What follows belongs to an exercise in optimizing a design on an open flow for small area; a production flow would make more cautious choices.
The RTL was checked by simulation tests, not by an equivalence proof against the original design.
Power is estimated from default activity; no workload was simulated.

==> inputs of job 8801 <==
==> flow/design.v <==
package img_params_pkg;
  localparam int IMG_WIDTH_DEF  = 220;
  localparam int IMG_HEIGHT_DEF = 220;
  localparam int DATA_WIDTH_DEF = 8;
  localparam int WIN_ELEMS  = 9;
  localparam int WIN_CENTRE = 4;
  typedef enum logic [2:0] {
    ST_IDLE   = 3'd0,
    ST_ACTIVE = 3'd1,
    ST_EOL    = 3'd2,
    ST_FLUSH  = 3'd3,
    ST_DONE   = 3'd4
  } gw_state_e;
endpackage
module gray_line_ram #(
  parameter int DEPTH = 443,
  parameter int DW    = 8
) (
  input  logic                clk,
  input  logic                en,
  input  logic                hold,
  input  logic                en0,
  input  logic                ph,
  input  logic [DW-1:0]       din,
  output logic [DEPTH*DW-1:0] q
);
  localparam int MW = (DEPTH - 2) * DW;
  logic [DW-1:0] head_q;
  logic [MW-1:0] mid_q;
  logic [DW-1:0] last_q;
  logic [MW-1:0] mid_in;
  assign mid_in = {mid_q[MW-DW-1:0], head_q ^ {DW{ph}}};
  always_ff @(posedge clk) begin
    if (en || en0) head_q <= din;
    mid_q  <= ~(({MW{hold}} | mid_in) & ({MW{en}} | mid_q));
    last_q <= mid_q[MW-1 -: DW];
  end
  assign q = {last_q, mid_q, head_q};
endmodule
import img_params_pkg::*;
module gray_window_3x3 #(
  parameter int IMG_WIDTH  = img_params_pkg::IMG_WIDTH_DEF,
  parameter int IMG_HEIGHT = img_params_pkg::IMG_HEIGHT_DEF,
  parameter int DATA_WIDTH = img_params_pkg::DATA_WIDTH_DEF
) (
  input  logic                              clk,
  input  logic                              rstn,
  input  logic                              start,
  input  logic                              in_valid,
  input  logic [DATA_WIDTH-1:0]             in_data,
  output logic                              in_ready,
  output logic                              win_valid,
  output logic [9*DATA_WIDTH-1:0]           win_data,
  output logic [$clog2(IMG_HEIGHT)-1:0]     out_row,
  output logic [$clog2(IMG_WIDTH)-1:0]      out_col,
  output logic                              busy,
  output logic                              done
);
  localparam int DW    = DATA_WIDTH;
  localparam int W     = IMG_WIDTH;
  localparam int AW    = $clog2(IMG_WIDTH);
  localparam int RW    = $clog2(IMG_HEIGHT);
  localparam int DEPTH = 2 * W + 3;
  img_params_pkg::gw_state_e    state_q, state_d;
  logic [AW-1:0]                ccol_q, ccol_d;
  logic [RW-1:0]                crow_q, crow_d;
  logic                         win_valid_q, win_valid_d;
  logic                         done_q, done_d;
  logic                         in_ready_q, in_ready_d;
  logic                         ph_q;
  logic                         accept;
  logic                         first;
  logic                         shift_en, shift_hold;
  logic [DEPTH*DW-1:0]          line_q;
  logic                         pt, pb, pl, pr;
  assign accept   = in_valid && in_ready_q;
  assign first    = (ccol_q == AW'(W - 1));
  assign shift_en = (accept && !first) || (state_q == ST_EOL) ||
                    (state_q == ST_FLUSH);
  assign shift_hold = (!in_valid || !in_ready_q || first) &&
                      (state_q != ST_EOL) && (state_q != ST_FLUSH);
  gray_line_ram #(.DEPTH(DEPTH), .DW(DW)) u_line (
    .clk  (clk),
    .en   (shift_en),
    .hold (shift_hold),
    .en0  (accept),
    .ph   (ph_q),
    .din  (in_data),
    .q    (line_q)
  );
  always_comb begin
    state_d     = state_q;
    ccol_d      = ccol_q;
    crow_d      = crow_q;
    win_valid_d = 1'b0;
    done_d      = 1'b0;
    case (state_q)
      ST_IDLE: begin
        if (start) begin
          state_d = ST_ACTIVE;
          ccol_d  = AW'(W - 1);
          crow_d  = RW'(-2);
        end
      end
      ST_ACTIVE: begin
        if (accept) begin
          ccol_d = (ccol_q == AW'(W)) ? '0 : ccol_q + AW'(1);
          if (first) crow_d = crow_q + RW'(1);
          else       win_valid_d = (crow_q != '1);
          if (ccol_q == AW'(W - 3)) state_d = ST_EOL;
        end
      end
      ST_EOL: begin
        ccol_d      = AW'(W - 1);
        win_valid_d = (crow_q != '1);
        state_d     = (crow_q == RW'(IMG_HEIGHT - 2)) ? ST_FLUSH : ST_ACTIVE;
      end
      ST_FLUSH: begin
        win_valid_d = 1'b1;
        crow_d      = RW'(IMG_HEIGHT - 1);
        if (crow_q != RW'(IMG_HEIGHT - 1)) ccol_d = '0;
        else                               ccol_d = ccol_q + AW'(1);
        if (crow_q == RW'(IMG_HEIGHT - 1) && ccol_q == AW'(W - 2))
          state_d = ST_DONE;
      end
      ST_DONE: begin
        state_d = ST_IDLE;
        done_d  = 1'b1;
      end
      default: state_d = ST_IDLE;
    endcase
    in_ready_d = (state_d == ST_ACTIVE);
  end
  always_ff @(posedge clk or negedge rstn) begin
    if (!rstn) begin
      state_q     <= ST_IDLE;
      win_valid_q <= 1'b0;
      done_q      <= 1'b0;
      in_ready_q  <= 1'b0;
      ph_q        <= 1'b0;
    end else begin
      state_q     <= state_d;
      win_valid_q <= win_valid_d;
      done_q      <= done_d;
      in_ready_q  <= in_ready_d;
      ph_q        <= !ph_q;
    end
  end
  always_ff @(posedge clk) begin
    ccol_q <= ccol_d;
    crow_q <= crow_d;
  end
  assign pt = (crow_q == '0);
  assign pb = (crow_q == RW'(IMG_HEIGHT - 1));
  assign pl = (ccol_q == '0);
  assign pr = (ccol_q == AW'(W - 1));
  for (genvar gi = 0; gi < 3; gi++) begin : g_r
    for (genvar gj = 0; gj < 3; gj++) begin : g_c
      localparam int K = 3*gi + gj;
      localparam int P = (2 - gi) * W + (2 - gj);
      logic kill;
      assign kill = (gi == 0 && pt) || (gi == 2 && pb) ||
                    (gj == 0 && pl) || (gj == 2 && pr);
      localparam bit HAS_PH = (P != 0);
      localparam bit INV_PH = (P == DEPTH - 1);
      logic ph_k;
      assign ph_k = HAS_PH && (ph_q ^ INV_PH);
      assign win_data[DW*K +: DW] = (line_q[DW*P +: DW] ^ {DW{ph_k}}) &
                                    {DW{!kill}};
    end
  end
  assign in_ready  = in_ready_q;
  assign win_valid = win_valid_q;
  assign out_row   = crow_q;
  assign out_col   = ccol_q;
  assign busy      = (state_q != ST_IDLE);
  assign done      = done_q;
endmodule
==> flow/flow/run.sh <==
#!/bin/bash
# The standard layout (standard.sh), with two changes passed through the
# environment: clock tree synthesis without dummy loads and with clustering
# of our own choice, and the smallest buffer for the port buffers.
export CTS_ARGS="-sink_clustering_enable -repair_clock_nets -dont_use_dummy_load -buf_list sky130_fd_sc_hd__clkbuf_8 -sink_clustering_size 18 -sink_clustering_max_diameter 50"
export BUFFER_PORTS_ARGS="-buffer_cell sky130_fd_sc_hd__buf_1"
bash standard.sh > standard_sh.log 2>&1
==> flow/standard.sh <==
#!/bin/bash
# synth_recipe.tcl (not shown) runs the flow's synth.tcl, then flattens the netlist and writes it again
# the make line also repeats each setting of config.mk as NAME=value (left out here)
make -C /OpenROAD-flow-scripts/flow DESIGN_CONFIG=/design/flow/config.mk WORK_HOME=/design/flow/orfs CLKGATE_MAP_FILE= SYNTH_SCRIPT=/design/flow/synth_recipe.tcl "${@:-finish}"
==> flow/config.mk <==
export PLATFORM = sky130hd
export DESIGN_NAME = gray_window_3x3
export DESIGN_NICKNAME = gray_window_3x3
export VERILOG_FILES = /design/flow/design.v
export SDC_FILE = /design/flow/constraint.sdc
export NUM_CORES = 4
export LEC_CHECK = 0
export CAP_MARGIN = 20
export CORE_MARGIN = 2
export CORE_UTILIZATION = 55
export PLACE_DENSITY = 0.9
export SLEW_MARGIN = 20
export SYNTH_HIERARCHICAL = 1
==> flow/constraint.sdc <==
create_clock -name core_clock -period 10.0 [get_ports {clk}]
set_input_delay 2.0000 -clock core_clock [delete_from_list [all_inputs] [get_ports {clk}]]
set_output_delay 2.0000 -clock core_clock [all_outputs]
set_load 0.01 [all_outputs]
==> inputs of job 3877, as changes to job 8801 <==
==> flow/design.v, changed modules only <==
module gray_line_ram #(
  parameter int DEPTH = 443,
  parameter int DW    = 8
) (
  input  logic                clk,
  input  logic                en,
  input  logic [DW-1:0]       din,
  output logic [DEPTH*DW-1:0] q
);
  logic [DEPTH*DW-1:0] sr_q;
  always_ff @(posedge clk) begin
    if (en) sr_q <= {sr_q[(DEPTH-1)*DW-1:0], din};
  end
  assign q = sr_q;
endmodule
module gray_window_3x3 #(
  parameter int IMG_WIDTH  = img_params_pkg::IMG_WIDTH_DEF,
  parameter int IMG_HEIGHT = img_params_pkg::IMG_HEIGHT_DEF,
  parameter int DATA_WIDTH = img_params_pkg::DATA_WIDTH_DEF
) (
  input  logic                              clk,
  input  logic                              rstn,
  input  logic                              start,
  input  logic                              in_valid,
  input  logic [DATA_WIDTH-1:0]             in_data,
  output logic                              in_ready,
  output logic                              win_valid,
  output logic [9*DATA_WIDTH-1:0]           win_data,
  output logic [$clog2(IMG_HEIGHT)-1:0]     out_row,
  output logic [$clog2(IMG_WIDTH)-1:0]      out_col,
  output logic                              busy,
  output logic                              done
);
  localparam int DW    = DATA_WIDTH;
  localparam int W     = IMG_WIDTH;
  localparam int AW    = $clog2(IMG_WIDTH);
  localparam int RW    = $clog2(IMG_HEIGHT);
  localparam int DEPTH = 2 * W + 3;
  img_params_pkg::gw_state_e    state_q, state_d;
  logic [AW-1:0]                ccol_q, ccol_d;
  logic [RW-1:0]                crow_q, crow_d;
  logic                         win_valid_q, win_valid_d;
  logic                         vshift_q, vshift_d;
  logic                         done_q, done_d;
  logic                         in_ready_q, in_ready_d;
  logic                         accept;
  logic                         shift_en;
  logic [DEPTH*DW-1:0]          line_q;
  logic                         pt, pb, pl, pr;
  assign accept   = in_valid && in_ready_q;
  assign shift_en = accept || (state_q == ST_FLUSH);
  gray_line_ram #(.DEPTH(DEPTH), .DW(DW)) u_line (
    .clk  (clk),
    .en   (shift_en),
    .din  (in_data),
    .q    (line_q)
  );
  always_comb begin
    state_d     = state_q;
    ccol_d      = ccol_q;
    crow_d      = crow_q;
    win_valid_d = 1'b0;
    vshift_d    = 1'b0;
    done_d      = 1'b0;
    case (state_q)
      ST_IDLE: begin
        if (start) begin
          state_d = ST_ACTIVE;
          ccol_d  = AW'(W - 1);
          crow_d  = RW'(-2);
        end
      end
      ST_ACTIVE: begin
        if (accept) begin
          ccol_d = (ccol_q == AW'(W)) ? '0 : ccol_q + AW'(1);
          if (ccol_q == AW'(W - 1)) begin
            crow_d = crow_q + RW'(1);
          end else begin
            win_valid_d = (crow_q != '1);
          end
          if (ccol_q == AW'(W - 3)) state_d = ST_EOL;
        end
      end
      ST_EOL: begin
        ccol_d      = AW'(W - 1);
        win_valid_d = (crow_q != '1);
        vshift_d    = 1'b1;
        state_d     = (crow_q == RW'(IMG_HEIGHT - 2)) ? ST_FLUSH : ST_ACTIVE;
      end
      ST_FLUSH: begin
        win_valid_d = 1'b1;
        vshift_d    = 1'b1;
        crow_d      = RW'(IMG_HEIGHT - 1);
        if (crow_q != RW'(IMG_HEIGHT - 1)) ccol_d = '0;
        else                               ccol_d = ccol_q + AW'(1);
        if (crow_q == RW'(IMG_HEIGHT - 1) && ccol_q == AW'(W - 2))
          state_d = ST_DONE;
      end
      ST_DONE: begin
        state_d = ST_IDLE;
        done_d  = 1'b1;
      end
      default: state_d = ST_IDLE;
    endcase
    in_ready_d = (state_d == ST_ACTIVE);
  end
  always_ff @(posedge clk or negedge rstn) begin
    if (!rstn) begin
      state_q     <= ST_IDLE;
      win_valid_q <= 1'b0;
      done_q      <= 1'b0;
      in_ready_q  <= 1'b0;
    end else begin
      state_q     <= state_d;
      win_valid_q <= win_valid_d;
      done_q      <= done_d;
      in_ready_q  <= in_ready_d;
    end
  end
  always_ff @(posedge clk) begin
    ccol_q   <= ccol_d;
    crow_q   <= crow_d;
    vshift_q <= vshift_d;
  end
  assign pt = (crow_q == '0);
  assign pb = (crow_q == RW'(IMG_HEIGHT - 1));
  assign pl = (ccol_q == '0);
  assign pr = (ccol_q == AW'(W - 1));
  for (genvar gi = 0; gi < 3; gi++) begin : g_r
    for (genvar gj = 0; gj < 3; gj++) begin : g_c
      localparam int K  = 3*gi + gj;
      localparam int PN = (2 - gi) * W + (2 - gj);
      localparam int PS = (PN > 0) ? PN - 1 : 0;
      logic kill;
      assign kill = (gi == 0 && pt) || (gi == 2 && pb) ||
                    (gj == 0 && pl) || (gj == 2 && pr);
      assign win_data[DW*K +: DW] =
        kill ? '0 : (vshift_q ? line_q[DW*PS +: DW] : line_q[DW*PN +: DW]);
    end
  end
  assign in_ready  = in_ready_q;
  assign win_valid = win_valid_q;
  assign out_row   = crow_q;
  assign out_col   = ccol_q;
  assign busy      = (state_q != ST_IDLE);
  assign done      = done_q;
endmodule
==> flow/flow/run.sh (replaced) <==
#!/bin/bash
export CTS_ARGS="-sink_clustering_enable -repair_clock_nets -dont_use_dummy_load -buf_list sky130_fd_sc_hd__clkbuf_4 -sink_clustering_size 10 -sink_clustering_max_diameter 40"
export BUFFER_PORTS_ARGS="-buffer_cell sky130_fd_sc_hd__buf_1"
bash standard.sh > standard_sh.log 2>&1
--- a/flow/config.mk
+++ b/flow/config.mk
@@ -9,5 +9,4 @@
 export CORE_MARGIN = 2
-export CORE_UTILIZATION = 55
-export PLACE_DENSITY = 0.9
+export CORE_UTILIZATION = 60
+export PLACE_DENSITY = 0.7
 export SLEW_MARGIN = 20
-export SYNTH_HIERARCHICAL = 1
==> run summary <==
Worst setup endpoint: job 3877 win_data[71]; job 8801 win_data[50]
Number of antenna violations at the first check in global routing: job 3877 5; job 8801 1
Portion of total power attributed to sequential cells: job 3877 0.739; job 8801 0.709
Non-clock buffer area fraction after layout: job 3877 0.00768; job 8801 0.0104
Number of non-clock inverters in the layout: job 3877 9; job 8801 7
Total power density per cell area: job 3877 217 nW/um^2; job 8801 197 nW/um^2
Non-clk bufs: job 3877 137; job 8801 145
Portion of the clock cycle consumed by the worst path in the final layout: job 3877 0.617; job 8801 0.508
Buffers plus inverters on the worst setup path: job 3877 1; job 8801 2
Status: job 3877 no timing/DRC/antenna violations; job 8801 no timing/DRC/antenna violations
Placeable core region: job 3877 181000 um^2; job 8801 183000 um^2
Layout clock buffer count: job 3877 434; job 8801 219
Hold Startpoint: job 3877 u_line.sr_q[450]; job 8801 u_line.mid_q[2765]

static timing again, ports no longer ideal:
The flow's constraints put no driver on any port. The routed layouts listed below were extracted and timed again, unchanged, in two steps. Step 1 sets driving cells, clkbuf_16 on the clock port and buf_2 on the other inputs (assumed; they add their load-dependent delay and slew). Step 2 adds t to the input delays and takes it off the output delays; t is the mean of the earliest and latest rising clock arrival at the registers after step 1. Input paths then give back, and output paths get back, about the clock's delay inside the block. Slacks: ideal / step 1 / step 2; pairs: ideal / step 1.
| run | shift t [ns] | setup slack, ns | hold slack, ns | cell pins on the clock port's net |
|---|---|---|---|---|
| job 8801 | 0.962 | 4.924 / 4.843 / 4.870 | 0.369 / 0.369 / 0.369 | 1 |
| job 3877 | 1.371 | 3.829 / 3.757 / 4.701 | 0.324 / 0.324 / 0.324 | 1 |
After both steps setup and hold are still met in every run listed. The setup slack of job 8801, which loses most, moves by -0.081 ns with the drivers and by -0.054 ns with both steps.
